From an optimization exercise on the open Yosys and OpenROAD flow, aimed at small area, a short achievable clock period and few clock cycles; shortcuts taken in it are not production practice. The RTL was checked by simulation tests, not by an equivalence proof against the original design.

==> flow/design.v (excerpt) <==
module sha224_message_digest (
    input  logic         clk,
    input  logic         rst_n,
    input  logic         msg_valid,
    output logic         msg_ready,
    input  logic [31:0]  msg_data_word,
    input  logic [2:0]   msg_byte_count,
    input  logic         msg_last_word,
    output logic         digest_valid,
    input  logic         digest_ready,
    output logic [31:0]  digest_digest_word,
    output logic [2:0]   digest_word_index,
    output logic         digest_digest_last
);
Settings: LEC_CHECK=0, ABC_AREA=1, CAP_MARGIN=40, CORE_MARGIN=2, CORE_UTILIZATION=40, CTS_BUF_LIST=sky130_fd_sc_hd__clkbuf_8, SLEW_MARGIN=50; clock period 11.0 ns.
standard.sh (not shown) runs the stock make flow with config.mk's settings and CLKGATE_MAP_FILE= SYNTH_SCRIPT=/design/flow/synth_recipe.tcl, a recipe that flattens the netlist after the stock synthesis.
==> flow/flow/run.sh <==
#!/bin/bash
# Standard layout, with timing repair aimed below the clock period so that the
# achieved period comes out shorter. The SDC and clock period are the standard flow's own.
set -euo pipefail
bash standard.sh SETUP_SLACK_MARGIN=6.5 finish > standard_flow.log 2>&1
The baseline finished clean.
Testbench counts at the start, summed over its fixed seeds: cycles 49,728.
Then changed:
Settings changed: CAP_MARGIN 40 to 20, CORE_UTILIZATION 40 to 60, SLEW_MARGIN 50 to 20.
After rerunning: Routed wire length goes down slightly; clock-buffer cell count goes down by 8; global-route usage goes up by 14 points; utilization goes up by 24 points; cell area goes down slightly.

## yarrow
Starting RTL as in the previous note.
==> flow/design.v (excerpt) <==
module sha224_message_digest (
    input  logic         clk,
    input  logic         rst_n,
    input  logic         msg_valid,
    output logic         msg_ready,
    input  logic [31:0]  msg_data_word,
    input  logic [2:0]   msg_byte_count,
    input  logic         msg_last_word,
    output logic         digest_valid,
    input  logic         digest_ready,
    output logic [31:0]  digest_digest_word,
    output logic [2:0]   digest_word_index,
    output logic         digest_digest_last
);
    typedef enum logic [1:0] {S_IDLE, S_RUN, S_FIN} core_state_t;
    core_state_t state_reg, state_next;
    logic [5:0]  rnd_reg, rnd_next;
    logic        blk_first_reg;    
    logic        blk_last_reg;     
    logic        nxt_first_reg;    
    logic        nxt_last_reg;     
    logic        full_reg, full_next;       
    logic [3:0]  pos_reg, pos_next;         
    logic [3:0]  base_reg;         
    logic        broken_reg, broken_next;   
    logic        dbusy_reg, dbusy_next;     
    logic        dvalid_reg;
    logic [2:0]  didx_reg;
    logic        dlast_reg;
    logic [1:0]  drot_reg;         
    logic        dvalid_next;
    logic [2:0]  didx_next;
    logic        dlast_next;
    logic [1:0]  drot_next;
    logic        drain_reg;        
    logic        running, fin, stall, adv, tail, fill, start, add_step;
    logic        can_ins, ins, ins_tail, ins_fill;
    logic        drain_rot, out_accept;
    logic [15:0] win_en;
    logic [31:0] feed_word;
    logic        feed_avail, feed_msg, feed_first, feed_lenlo, feed_msg_next;
    logic        ibv_reg, ibv_next;
    logic [31:0] ib_data_reg;
    logic [2:0]  ib_count_reg;
    logic        ib_last_reg;
    logic        rdy_reg;
    logic        take;
    logic        running_n, stall_n, tail_n, fill_n, can_ins_n;
    assign running  = (state_reg == S_RUN);
    assign fin      = (state_reg == S_FIN);
    assign stall    = running && (rnd_reg == 6'd61) && dbusy_reg;
    assign adv      = running && !stall;
    assign tail     = adv && rnd_reg[5] && rnd_reg[4];
  ...
==> flow/config.mk <==
export PLATFORM = sky130hd
export DESIGN_NAME = sha224_message_digest
export DESIGN_NICKNAME = sha224_message_digest
export VERILOG_FILES = /design/flow/design.v
export SDC_FILE = /design/flow/constraint.sdc
export NUM_CORES = 4
export LEC_CHECK = 0
export ABC_AREA = 1
export CAP_MARGIN = 60
export CORE_MARGIN = 2
export CORE_UTILIZATION = 60
export CTS_BUF_LIST = sky130_fd_sc_hd__clkbuf_8
export SLEW_MARGIN = 70
==> flow/constraint.sdc <==
create_clock -name core_clock -period 11.0 [get_ports {clk}]
set_input_delay 2.2000 -clock core_clock [delete_from_list [all_inputs] [get_ports {clk}]]
set_output_delay 2.2000 -clock core_clock [all_outputs]
set_load 0.01 [all_outputs]
Scripts as last shown in full above: flow/flow/run.sh
Testbench counts of yarrow, summed over its fixed seeds: cycles 49,728.
Here is what was changed in the inputs of nickel compared with yarrow.
Settings: a change of CAP_MARGIN from 60 to 40; a change of CORE_UTILIZATION from 60 to 45; a change of SLEW_MARGIN from 70 to 50.
==> results.txt <==
The higher multi-input gate share of total cell area came out of yarrow.
Summary: worst hold margin, nickel worse than yarrow
Delta (nickel minus yarrow): met1 capacity usage during global routing shrank by 13 points; via count shrank by about 5%.
Summary of nickel over yarrow: final wirelength essentially unchanged, number of antenna violations at the first check in global routing decreased 3.

-- re-timing with driven ports --
Ports are ideal in the flow. The routed layouts listed here were re-timed in OpenROAD.
Step 1: set_driving_cell puts a clkbuf_16 on clk and a buf_2 on each other input, an assumption about the parent block.
Step 2 also shifts input and output timing later by t, the mid clock arrival at the registers, as if the neighbouring blocks saw the same clock.
Slacks: ideal ports / drivers / drivers and shift; pairs: ideal ports / drivers.
run	shift t [ns]	setup WS [ns]	worst hold slack (ns)	worst setup path at the end	worst slew at a driven data input, ns
the first run of note 1	1.050	6.429 / 6.429 / 6.429	0.412 / 0.412 / 0.412	register to register	0.06
the second run of note 1	1.014	6.348 / 6.348 / 6.348	0.383 / 0.383 / 0.383	register to register	0.06
yarrow	1.017	6.347 / 6.347 / 6.347	0.378 / 0.378 / 0.378	register to register	0.06
nickel	0.999	6.491 / 6.491 / 6.491	0.367 / 0.367 / 0.367	register to register	0.07
After both steps every run listed still meets setup and hold.
